What follows belongs to an exercise in optimizing a design on an open flow for a short achievable clock period and few clock cycles; a production flow would make more cautious choices.
Where RTL was checked, it was by simulation tests only, not by an equivalence proof against the original.
Power is estimated from default activity; no workload was simulated.

==> inputs of job 5620 <==
Design pwl_sqrt_top, start of the top module:
module pwl_sqrt_top (
  input  logic                            clk,
  input  logic                            rst_n,
  input  logic                            in_valid,
  input  logic [pwl_pkg::A_W-1:0]         in_a,
  input  logic signed [pwl_pkg::B_W-1:0]  in_b,
  input  logic [pwl_pkg::LEN_W-1:0]       in_len,
  output logic                            in_credit,
  output logic                            out_valid,
  output logic [pwl_pkg::T_W-1:0]         out_t,
  output logic [pwl_pkg::LEN_W-1:0]       out_len,
  output logic [pwl_pkg::Y_W-1:0]         out_y0,
  output logic [pwl_pkg::Y_W-1:0]         out_y1,
  input  logic                            out_credit
);
==> module pwl_sqrt_seg, before the edit <==
module pwl_sqrt_seg (
  input  logic                            clk,
  input  logic                            rst_q,     
  input  logic                            rx_valid,
  input  logic [pwl_pkg::A_W-1:0]         rx_a,
  input  logic signed [pwl_pkg::B_W-1:0]  rx_b,
  input  logic [pwl_pkg::LEN_W-1:0]       rx_lm1,
  input  logic signed [pwl_pkg::R_W-1:0]  rx_uf,
  output logic                            rx_pop,
  output logic                            pc_valid,
  output logic [pwl_pkg::P_W-1:0]         pc_len,
  output logic [pwl_pkg::Y_W-1:0]         pc_y0,
  output logic [pwl_pkg::Y_W-1:0]         pc_y1,
  input  logic                            pc_adv     
);
  localparam int A_W  = pwl_pkg::A_W;
  localparam int B_W  = pwl_pkg::B_W;
  localparam int L_W  = pwl_pkg::LEN_W;
  localparam int U_W  = pwl_pkg::U_W;
  localparam int R_W  = pwl_pkg::R_W;
  localparam int Y_W  = pwl_pkg::Y_W;
  localparam int P_W  = pwl_pkg::P_W;
  localparam int KN   = pwl_pkg::K_MAX + 1;        
  localparam int LAT  = pwl_pkg::ISQRT_LAT;
  logic                  gv;     
  logic signed [R_W-1:0] acc;    
  logic [L_W-1:0]        lm1;    
  logic signed [B_W-1:0] b;
  logic signed [R_W-1:0] uf;     
  logic [KN-1:0] ge;
  logic [KN-1:0] h;
  always_comb begin
    ge[0] = 1'b1;
    for (int j = 1; j < KN; j++)
      ge[j] = !acc[R_W-1] && (acc[U_W-1:0] >> (2 * (j + pwl_pkg::TOL_SHIFT))) != '0;
    for (int j = 0; j < KN - 1; j++)
      h[j] = ge[j] && !ge[j+1];
    h[KN-1] = ge[KN-1];
  end
  logic signed [R_W-1:0] sum  [KN];
  logic [L_W-1:0]        lsub [KN];
  logic [KN-1:0]         fits;   
  logic signed [R_W-1:0] bx;     
  assign bx = b;
  for (genvar j = 0; j < KN; j++) begin : g_cand
    assign sum[j]  = acc + (bx <<< j);
    assign lsub[j] = lm1 - ({{(L_W-1){1'b0}}, 1'b1} << j);
    assign fits[j] = (lm1 >> j) == '0;
  end
  logic signed [R_W-1:0] sumk;
  logic [L_W-1:0]        lsubk;
  logic                  last;
  always_comb begin
    sumk  = '0;
    lsubk = '0;
    for (int j = 0; j < KN; j++) begin
      sumk  = sumk  | (sum[j]  & {R_W{h[j]}});
      lsubk = lsubk | (lsub[j] & {L_W{h[j]}});
    end
    last = |(h & fits);
  end
  logic go;     
  logic take;   
  assign go     = gv && pc_adv;
  assign take   = rx_valid && (!gv || (go && last));
  assign rx_pop = take;
  always_ff @(posedge clk) begin
    if (!rst_q)          gv <= 1'b0;
    else if (take)       gv <= 1'b1;
    else if (go && last) gv <= 1'b0;
  end
  always_ff @(posedge clk) begin
    if (take) begin
      acc <= $signed({{(R_W-A_W){1'b0}}, rx_a});
      lm1 <= rx_lm1;
      b   <= rx_b;
      uf  <= rx_uf;
    end else if (go) begin
      acc <= sumk;
      lm1 <= lsubk;
    end
  end
  logic                  p1_v;
  logic signed [R_W-1:0] p1_u0;
  logic signed [R_W-1:0] p1_sum;
  logic signed [R_W-1:0] p1_uf;
  logic                  p1_last;
  logic [KN-1:0]         p1_h;
  logic [P_W-1:0]        p1_lm1;
  always_ff @(posedge clk) begin
    if (!rst_q)      p1_v <= 1'b0;
    else if (pc_adv) p1_v <= gv;
  end
  always_ff @(posedge clk) if (pc_adv) begin
    p1_u0   <= acc;
    p1_sum  <= sumk;
    p1_uf   <= uf;
    p1_last <= last;
    p1_h    <= h;
    p1_lm1  <= lm1[P_W-1:0];   
  end
  logic signed [R_W-1:0] p1_u1;
  logic [U_W-1:0]        u0;
  logic [U_W-1:0]        u1;
  logic [P_W-1:0]        plen;
  assign p1_u1 = p1_last ? p1_uf : p1_sum;
  assign u0    = p1_u0[R_W-1] ? '0 : p1_u0[U_W-1:0];
  assign u1    = p1_u1[R_W-1] ? '0 : p1_u1[U_W-1:0];
  assign plen  = p1_last ? p1_lm1 + 1'b1 : p1_h;
  pwl_isqrt i_sq0 (.clk(clk), .sq_en(pc_adv), .sq_arg(u0), .sq_root(pc_y0));
  pwl_isqrt i_sq1 (.clk(clk), .sq_en(pc_adv), .sq_arg(u1), .sq_root(pc_y1));
  logic           dv [LAT+1];
  logic [P_W-1:0] dl [LAT+1];
  assign dv[0] = p1_v;
  assign dl[0] = plen;
  for (genvar n = 0; n < LAT; n++) begin : g_dly
    always_ff @(posedge clk) begin
      if (!rst_q)      dv[n+1] <= 1'b0;
      else if (pc_adv) dv[n+1] <= dv[n];
    end
    always_ff @(posedge clk) if (pc_adv) dl[n+1] <= dl[n];
  end
  assign pc_valid = dv[LAT];
  assign pc_len   = dl[LAT];
endmodule
Settings: LEC_CHECK=0, ABC_CLOCK_PERIOD_IN_PS=4000, CAP_MARGIN=20, CORE_MARGIN=2, CORE_UTILIZATION=55, CTS_CLUSTER_DIAMETER=120, CTS_CLUSTER_SIZE=20, PLACE_DENSITY=0.68, SLEW_MARGIN=20; clock period 15.0 ns.
standard.sh (not shown) runs the stock make flow with config.mk's settings and CLKGATE_MAP_FILE= SYNTH_SCRIPT=/design/flow/synth_recipe.tcl, a recipe that flattens the netlist after the stock synthesis.
==> flow/flow/run.sh <==
#!/bin/bash
# The standard layout (standard.sh: the standard flow's synthesis and ORFS from floorplan
# to finish) with the same clock and constraints, but with synthesis mapped for
# a short cycle and timing repair asked to leave more setup slack than the
# 15 ns clock needs, so the layout reaches a shorter period.
set -euo pipefail
bash standard.sh SETUP_SLACK_MARGIN=11 finish > standard.log 2>&1
==> job 7148 (differences from job 5620) <==
--- a/flow/design.v
+++ b/flow/design.v
@@ -10,19 +10,17 @@
   localparam int UP_CREDITS = 4;                     
   localparam int Q_DEPTH    = 8;                     
   localparam int Q_PTR_W    = $clog2(Q_DEPTH);
   localparam int Q_CNT_W    = $clog2(Q_DEPTH + 1);
   localparam int TX_CREDITS = 2;                     
   localparam int TXC_W      = $clog2(TX_CREDITS + 1);
   localparam int TOL_SHIFT = 2;   
   localparam int K_MAX     = 10;  
-  localparam int ISQRT_D0  = 4;
-  localparam int ISQRT_N2  = 2;
-  localparam int ISQRT_LAT = ISQRT_N2 + (Y_W - ISQRT_D0 - 2 * ISQRT_N2);  
+  localparam int ISQRT_ITER = U_W / 2;
 endpackage
 `timescale 1ns/100ps
 module pwl_seg_rx (
   input  logic                            clk,
   input  logic                            rst_n,
   input  logic                            rst_q,      
   input  logic                            in_valid,   
   input  logic [pwl_pkg::A_W-1:0]         in_a,
@@ -48,127 +46,93 @@
   logic [B_W-1:0] s0_b;
   logic [L_W-1:0] s0_len;
   always_ff @(posedge clk) begin
     s0_v   <= in_valid;   
     s0_a   <= in_a;
     s0_b   <= in_b;
     s0_len <= in_len;
   end
-  localparam int PP_W = B_W + 2;
   logic                  s1_v;
   logic [A_W-1:0]        s1_a;
   logic [B_W-1:0]        s1_b;
   logic [L_W-1:0]        s1_lm1;
-  logic signed [PP_W-1:0] s1_p [8];
-  logic signed [PP_W-1:0] b1;     
-  logic signed [PP_W-1:0] b2;
-  logic signed [PP_W-1:0] b3;
-  assign b1 = $signed(s0_b);
-  assign b2 = b1 <<< 1;
-  assign b3 = b1 + b2;
+  logic signed [B_W+4:0] s1_p [4];
   always_ff @(posedge clk) begin
     if (!rst_q) s1_v <= 1'b0;
     else        s1_v <= s0_v;
     s1_a   <= s0_a;
     s1_b   <= s0_b;
     s1_lm1 <= s0_len - 1'b1;
-    for (int i = 0; i < 8; i++) begin
-      case (s0_len[2*i +: 2])
-        2'd0:    s1_p[i] <= '0;
-        2'd1:    s1_p[i] <= b1;
-        2'd2:    s1_p[i] <= b2;
-        default: s1_p[i] <= b3;
-      endcase
-    end
+    for (int i = 0; i < 4; i++)
+      s1_p[i] <= $signed(s0_b) * $signed({1'b0, s0_len[4*i +: 4]});
   end
-  localparam int Q_W = B_W + 5;
   logic                  s2_v;
   logic [A_W-1:0]        s2_a;
   logic [B_W-1:0]        s2_b;
   logic [L_W-1:0]        s2_lm1;
-  logic signed [Q_W-1:0] s2_q [4];
+  logic signed [B_W+8:0] s2_lo;
+  logic signed [B_W+8:0] s2_hi;
   always_ff @(posedge clk) begin
     if (!rst_q) s2_v <= 1'b0;
     else        s2_v <= s1_v;
     s2_a   <= s1_a;
     s2_b   <= s1_b;
     s2_lm1 <= s1_lm1;
-    for (int i = 0; i < 4; i++)
-      s2_q[i] <= s1_p[2*i] + (s1_p[2*i+1] <<< 2);
+    s2_lo  <= s1_p[0] + (s1_p[1] <<< 4);
+    s2_hi  <= s1_p[2] + (s1_p[3] <<< 4);
   end
-  localparam int H_W = B_W + 9;
   logic                  s3_v;
   logic [A_W-1:0]        s3_a;
   logic [B_W-1:0]        s3_b;
   logic [L_W-1:0]        s3_lm1;
-  logic signed [H_W-1:0] s3_r [2];
+  logic signed [R_W-1:0] s3_p;
   always_ff @(posedge clk) begin
     if (!rst_q) s3_v <= 1'b0;
     else        s3_v <= s2_v;
     s3_a   <= s2_a;
     s3_b   <= s2_b;
     s3_lm1 <= s2_lm1;
-    for (int i = 0; i < 2; i++)
-      s3_r[i] <= s2_q[2*i] + (s2_q[2*i+1] <<< 4);
+    s3_p   <= s2_lo + (s2_hi <<< 8);
   end
-  logic                  s4_v;
-  logic [A_W-1:0]        s4_a;
-  logic [B_W-1:0]        s4_b;
-  logic [L_W-1:0]        s4_lm1;
-  logic signed [R_W-1:0] s4_lo;
-  logic signed [H_W-1:0] s4_hi;
-  logic signed [R_W-1:0] r0;
-  assign r0 = s3_r[0];
-  always_ff @(posedge clk) begin
-    if (!rst_q) s4_v <= 1'b0;
-    else        s4_v <= s3_v;
-    s4_a   <= s3_a;
-    s4_b   <= s3_b;
-    s4_lm1 <= s3_lm1;
-    s4_lo  <= $signed({{(R_W-A_W){1'b0}}, s3_a}) + r0;
-    s4_hi  <= s3_r[1];
-  end
-  logic signed [R_W-1:0] hi;
-  logic signed [R_W-1:0] wr_uf;
-  assign hi    = s4_hi;
-  assign wr_uf = s4_lo + (hi <<< 8);
+  logic signed [R_W-1:0] s4_uf;
+  assign s4_uf = $signed({{(R_W-A_W){1'b0}}, s3_a}) + s3_p;
   logic [A_W-1:0]        mem_a   [QD];
   logic [B_W-1:0]        mem_b   [QD];
   logic [L_W-1:0]        mem_lm1 [QD];
   logic [R_W-1:0]        mem_uf  [QD];
   logic [QP_W-1:0]       wr_ptr;
   logic [QP_W-1:0]       rd_ptr;
   always_ff @(posedge clk) begin
-    if (s4_v) begin
-      mem_a[wr_ptr]   <= s4_a;
-      mem_b[wr_ptr]   <= s4_b;
-      mem_lm1[wr_ptr] <= s4_lm1;
-      mem_uf[wr_ptr]  <= wr_uf;
+    if (s3_v) begin
+      mem_a[wr_ptr]   <= s3_a;
+      mem_b[wr_ptr]   <= s3_b;
+      mem_lm1[wr_ptr] <= s3_lm1;
+      mem_uf[wr_ptr]  <= s4_uf;
     end
   end
   assign rx_a   = mem_a[rd_ptr];
   assign rx_b   = mem_b[rd_ptr];
   assign rx_lm1 = mem_lm1[rd_ptr];
   assign rx_uf  = mem_uf[rd_ptr];
   logic [QC_W-1:0] qcnt;    
   logic [QC_W-1:0] qcnt_in;  
   logic            ne_keep;  
   logic            ne_pop;   
-  assign qcnt_in = qcnt + s4_v;
-  assign ne_keep = (qcnt != '0) || s4_v;
+  assign qcnt_in = qcnt + s3_v;
+  assign ne_keep = (qcnt != '0) || s3_v;
   assign ne_pop  = (qcnt_in > 1);
   always_ff @(posedge clk) begin
     if (!rst_q) begin
       wr_ptr   <= '0;
       rd_ptr   <= '0;
       qcnt     <= '0;
       rx_valid <= 1'b0;
     end else begin
-      if (s4_v)   wr_ptr <= wr_ptr + 1'b1;
+      if (s3_v)   wr_ptr <= wr_ptr + 1'b1;
       if (rx_pop) rd_ptr <= rd_ptr + 1'b1;
       qcnt     <= rx_pop ? qcnt_in - 1'b1 : qcnt_in;
       rx_valid <= rx_pop ? ne_pop : ne_keep;   
     end
   end
   logic [2:0]      owed;
   logic [QC_W-1:0] held;
   logic            pop_q;
@@ -192,62 +156,45 @@
 endmodule
 `timescale 1ns/100ps
 module pwl_isqrt (
   input  logic                     clk,
   input  logic                     sq_en,    
   input  logic [pwl_pkg::U_W-1:0]  sq_arg,
   output logic [pwl_pkg::Y_W-1:0]  sq_root
 );
+  localparam int N   = pwl_pkg::ISQRT_ITER;
   localparam int U_W = pwl_pkg::U_W;
   localparam int Y_W = pwl_pkg::Y_W;
-  localparam int RW  = Y_W + 4;                  
-  localparam int NS  = pwl_pkg::ISQRT_LAT + 1;   
-  localparam int D0  = pwl_pkg::ISQRT_D0;
-  localparam int N2  = pwl_pkg::ISQRT_N2;
-  function automatic int first_digit(input int s);
-    if (s == 0)       first_digit = 0;
-    else if (s <= N2) first_digit = D0 + 2 * (s - 1);
-    else              first_digit = D0 + 2 * N2 + (s - 1 - N2);
-  endfunction
-  logic [U_W-1:0] arg  [NS];  
-  logic [RW-1:0]  rem  [NS];  
-  logic [Y_W-1:0] root [NS];  
+  logic [U_W-1:0] arg  [N+1];  
+  logic [Y_W+3:0] rem  [N+1];  
+  logic [Y_W-1:0] root [N+1];  
   assign arg[0]  = sq_arg;
   assign rem[0]  = '0;
   assign root[0] = '0;
-  for (genvar s = 0; s < NS; s++) begin : g_stage
-    localparam int FD = first_digit(s);
-    localparam int ND = first_digit(s + 1) - FD;
-    logic [RW-1:0]  r  [ND+1];
-    logic [Y_W-1:0] q  [ND+1];
-    assign r[0] = rem[s];
-    assign q[0] = root[s];
-    for (genvar d = 0; d < ND; d++) begin : g_digit
-      localparam logic [RW-1:0] MASK = ({{(RW-1){1'b0}}, 1'b1} << (FD + d + 2)) - 1'b1;
-      logic [RW-1:0] rem_sh;  
-      logic [RW-1:0] trial;   
-      logic [RW-1:0] diff;
-      logic          borrow;  
-      assign rem_sh = {r[d][RW-3:0], arg[s][U_W-1-2*d -: 2]};
-      assign trial  = {2'b00, q[d], 2'b01};
-      assign {borrow, diff} = {1'b0, rem_sh} - {1'b0, trial};
-      assign r[d+1] = (borrow ? rem_sh : diff) & MASK;
-      assign q[d+1] = {q[d][Y_W-2:0], !borrow};
-    end
-    if (s < NS - 1) begin : g_reg
-      always_ff @(posedge clk) if (sq_en) begin
-        arg[s+1]  <= arg[s] << (2 * ND);
-        rem[s+1]  <= r[ND];
-        root[s+1] <= q[ND];
+  for (genvar n = 0; n < N; n++) begin : g_stage
+    logic [Y_W+3:0] rem_sh;  
+    logic [Y_W+3:0] trial;   
+    logic [Y_W+3:0] diff;
+    logic           borrow;  
+    assign rem_sh = {rem[n][Y_W+1:0], arg[n][U_W-1 -: 2]};
+    assign trial  = {2'b00, root[n], 2'b01};
+    assign {borrow, diff} = {1'b0, rem_sh} - {1'b0, trial};
+    always_ff @(posedge clk) if (sq_en) begin
+      arg[n+1] <= arg[n] << 2;
+      if (!borrow) begin
+        rem[n+1]  <= diff;
+        root[n+1] <= {root[n][Y_W-2:0], 1'b1};
+      end else begin
+        rem[n+1]  <= rem_sh;
+        root[n+1] <= {root[n][Y_W-2:0], 1'b0};
       end
-    end else begin : g_out
-      assign sq_root = q[ND];   
     end
   end
+  assign sq_root = root[N];
 endmodule
 `timescale 1ns/100ps
 module pwl_sqrt_seg (
   input  logic                            clk,
   input  logic                            rst_q,     
   input  logic                            rx_valid,
   input  logic [pwl_pkg::A_W-1:0]         rx_a,
   input  logic signed [pwl_pkg::B_W-1:0]  rx_b,
@@ -263,17 +210,17 @@
   localparam int A_W  = pwl_pkg::A_W;
   localparam int B_W  = pwl_pkg::B_W;
   localparam int L_W  = pwl_pkg::LEN_W;
   localparam int U_W  = pwl_pkg::U_W;
   localparam int R_W  = pwl_pkg::R_W;
   localparam int Y_W  = pwl_pkg::Y_W;
   localparam int P_W  = pwl_pkg::P_W;
   localparam int KN   = pwl_pkg::K_MAX + 1;        
-  localparam int LAT  = pwl_pkg::ISQRT_LAT;
+  localparam int LAT  = pwl_pkg::ISQRT_ITER;
   logic                  gv;     
   logic signed [R_W-1:0] acc;    
   logic [L_W-1:0]        lm1;    
   logic signed [B_W-1:0] b;
   logic signed [R_W-1:0] uf;     
   logic [KN-1:0] ge;
   logic [KN-1:0] h;
   always_comb begin
@@ -408,28 +355,23 @@
       cnt  <= cnt_left + out_credit;
       if (pc_adv && pc_valid) tacc <= tacc + {{(T_W-P_W){1'b0}}, pc_len};
     end
   end
   always_ff @(posedge clk) begin
     if (!rst_n || !rst_q) out_valid <= 1'b0;
     else                  out_valid <= full_nx && ((cnt_left != '0) || out_credit);
   end
-  localparam int E_W = T_W + P_W + 2 * pwl_pkg::Y_W;
-  logic           load;
-  logic [E_W-1:0] pc_e;    
-  logic [E_W-1:0] hold;    
-  assign load = pc_adv && pc_valid;
-  assign pc_e = {tacc, pc_len, pc_y0, pc_y1};
-  assign out_len[L_W-1:P_W] = '0;   
   always_ff @(posedge clk) begin
-    hold <= load ? pc_e : {out_t, out_len[P_W-1:0], out_y0, out_y1};
-  end
-  always_ff @(posedge clk) begin
-    {out_t, out_len[P_W-1:0], out_y0, out_y1} <= load ? pc_e : hold;
+    if (pc_adv && pc_valid) begin
+      out_t   <= tacc;
+      out_len <= {{(L_W-P_W){1'b0}}, pc_len};
+      out_y0  <= pc_y0;
+      out_y1  <= pc_y1;
+    end
   end
 endmodule
 `timescale 1ns/100ps
 module pwl_sqrt_top (
   input  logic                            clk,
   input  logic                            rst_n,
   input  logic                            in_valid,
   input  logic [pwl_pkg::A_W-1:0]         in_a,
==> flow/config.mk (replaced) <==
export PLATFORM = sky130hd
export DESIGN_NAME = pwl_sqrt_top
export DESIGN_NICKNAME = pwl_sqrt_top
export VERILOG_FILES = /design/flow/design.v
export SDC_FILE = /design/flow/constraint.sdc
export NUM_CORES = 4
export LEC_CHECK = 0
export ABC_CLOCK_PERIOD_IN_PS = 4000
export CAP_MARGIN = 20
export CORE_MARGIN = 2
export CORE_UTILIZATION = 40
export SLEW_MARGIN = 20
==> job 6990 (differences from job 5620) <==
--- a/flow/design.v
+++ b/flow/design.v
@@ -315,23 +315,27 @@
     if (!rst_q)          gv <= 1'b0;
     else if (take)       gv <= 1'b1;
     else if (go && last) gv <= 1'b0;
   end
   always_ff @(posedge clk) begin
     if (take) begin
       acc <= $signed({{(R_W-A_W){1'b0}}, rx_a});
       lm1 <= rx_lm1;
-      b   <= rx_b;
       uf  <= rx_uf;
     end else if (go) begin
       acc <= sumk;
       lm1 <= lsubk;
     end
   end
+  logic signed [B_W-1:0] b_cp;
+  always_ff @(posedge clk) begin
+    b    <= take ? rx_b : b_cp;
+    b_cp <= take ? rx_b : b;
+  end
   logic                  p1_v;
   logic signed [R_W-1:0] p1_u0;
   logic signed [R_W-1:0] p1_sum;
   logic signed [R_W-1:0] p1_uf;
   logic                  p1_last;
   logic [KN-1:0]         p1_h;
   logic [P_W-1:0]        p1_lm1;
   always_ff @(posedge clk) begin
==> flow/config.mk (replaced) <==
export PLATFORM = sky130hd
export DESIGN_NAME = pwl_sqrt_top
export DESIGN_NICKNAME = pwl_sqrt_top
export VERILOG_FILES = /design/flow/design.v
export SDC_FILE = /design/flow/constraint.sdc
export NUM_CORES = 4
export LEC_CHECK = 0
export ABC_CLOCK_PERIOD_IN_PS = 4000
export CAP_MARGIN = 20
export CORE_MARGIN = 2
export CORE_UTILIZATION = 55
export CTS_CLUSTER_DIAMETER = 100
export CTS_CLUSTER_SIZE = 30
export PLACE_DENSITY = 0.68
export SLEW_MARGIN = 20
==> job 6797 (differences from job 5620) <==
--- a/flow/design.v
+++ b/flow/design.v
@@ -313,25 +313,32 @@
   assign rx_pop = take;
   always_ff @(posedge clk) begin
     if (!rst_q)          gv <= 1'b0;
     else if (take)       gv <= 1'b1;
     else if (go && last) gv <= 1'b0;
   end
   always_ff @(posedge clk) begin
     if (take) begin
-      acc <= $signed({{(R_W-A_W){1'b0}}, rx_a});
       lm1 <= rx_lm1;
-      b   <= rx_b;
       uf  <= rx_uf;
     end else if (go) begin
-      acc <= sumk;
       lm1 <= lsubk;
     end
   end
+  logic signed [R_W-1:0] acc_nx;
+  logic signed [R_W-1:0] acc_cp;
+  logic signed [B_W-1:0] b_cp;
+  assign acc_nx = take ? $signed({{(R_W-A_W){1'b0}}, rx_a}) : sumk;
+  always_ff @(posedge clk) begin
+    acc    <= (take || go) ? acc_nx : acc_cp;
+    acc_cp <= (take || go) ? acc_nx : acc;
+    b      <= take ? rx_b : b_cp;
+    b_cp   <= take ? rx_b : b;
+  end
   logic                  p1_v;
   logic signed [R_W-1:0] p1_u0;
   logic signed [R_W-1:0] p1_sum;
   logic signed [R_W-1:0] p1_uf;
   logic                  p1_last;
   logic [KN-1:0]         p1_h;
   logic [P_W-1:0]        p1_lm1;
   always_ff @(posedge clk) begin
==> flow/config.mk (replaced) <==
export PLATFORM = sky130hd
export DESIGN_NAME = pwl_sqrt_top
export DESIGN_NICKNAME = pwl_sqrt_top
export VERILOG_FILES = /design/flow/design.v
export SDC_FILE = /design/flow/constraint.sdc
export NUM_CORES = 4
export LEC_CHECK = 0
export ABC_CLOCK_PERIOD_IN_PS = 4000
export CAP_MARGIN = 20
export CORE_MARGIN = 2
export CORE_UTILIZATION = 55
export CTS_CLUSTER_DIAMETER = 100
export CTS_CLUSTER_SIZE = 30
export PLACE_DENSITY = 0.68
export SLEW_MARGIN = 20
==> summary of the runs <==
The highest worst setup slack belongs to job 6797, the lowest to job 7148. Against job 7148, the sequential share of layout area of job 6797 is higher by 1.1 points. Non-clock buffer count, highest first: job 5620, job 7148, job 6990, job 6797. Cell count, lowest first: job 5620, job 6990, job 6797, job 7148. Total power, highest first: job 7148, job 6797, job 6990, job 5620. Against job 5620, the flip-flop and latch count of job 7148 is higher by 370. Synthesized cell count: job 7148 is higher than job 5620 (about 13%).
==> figures <==
metric                                                                     job 6797               job 6990               job 5620              job 7148
Run status                                                 timing/DRC/antenna clean  timing/DRC/antenna clean  timing/DRC/antenna clean  timing/DRC/antenna clean
Standby leakage power                                                       50.7 nW                50.7 nW                51.4 nW               62.7 nW
Area Overhead vs Synth                                                        9.59%                  10.6%                  12.5%                 15.9%
Maximum level of the CTS H-tree                                                   3                      3                      4                     5
Final non-clock buffer share                                                 0.0314                 0.0353                 0.0391                0.0273
Fraction of final layout cells sized beyond drive strength 1                  0.140                  0.131                  0.153                 0.147
Fraction of power consumed by the clock network                               0.108                  0.109                  0.132                 0.225
Netlist cell types                                                              115                     94                    107                   106
Clock buffers                                                                   160                    160                    227                   407
Worst hold path endpoint                                      i_rx.s2_b[10]$_DFF_P_  i_rx.s4_hi[3]$_DFF_P_  i_rx.s4_hi[8]$_DFF_P_  i_rx.s2_a[1]$_DFF_P_
Core utilization of the finished layout                                       0.605                  0.612                  0.622                 0.466
All-layer global routing usage                                                0.288                  0.275                  0.281                 0.200
Tapcells inserted                                                              2854                   2821                   2821                  4578
Compound-cell area share of the yosys netlist                                 0.124                  0.120                  0.126                 0.102
Multi-input gate share of the layout cell area                                0.377                  0.371                  0.369                 0.341
Testbench counts of job 5620, summed over its fixed seeds: cycles 13,283.
Testbench counts of job 7148, summed over its fixed seeds: cycles 13,323.
Testbench counts of job 6797, summed over its fixed seeds: cycles 13,283.
For job 6990, only the layout was checked, not whether the RTL still works.

-- re-timing with driven ports --
No port has a modelled driver above. Below, the same layouts with a new extraction and two added sets of constraints. Step 1 assumes that a clkbuf_16 drives the clock port and a buf_2 every other input. Step 2 times the ports against the registers' clock, not the clock port: input delays grow and output delays shrink by t, the midpoint of the rising clock arrivals with the driver on. Three values: ideal ports, drivers, drivers and shift; two values: the first two.
| run | t (ns) | setup WS [ns] | worst setup path at the end | worst slew at a driven data input, ns | pins driven straight from the clock port |
|---|---|---|---|---|---|
| job 5620 | 0.922 | 10.670 / 10.570 / 10.802 | register to register | 0.10 | 1 |
| job 7148 | 1.002 | 10.491 / 10.381 / 10.641 | register to register | 0.06 | 1 |
| job 6990 | 0.905 | 10.672 / 10.585 / 10.727 | register to register | 0.09 | 1 |
| job 6797 | 0.903 | 10.677 / 10.593 / 10.886 | register to register | 0.08 | 1 |
After both steps every run listed still meets setup and hold.
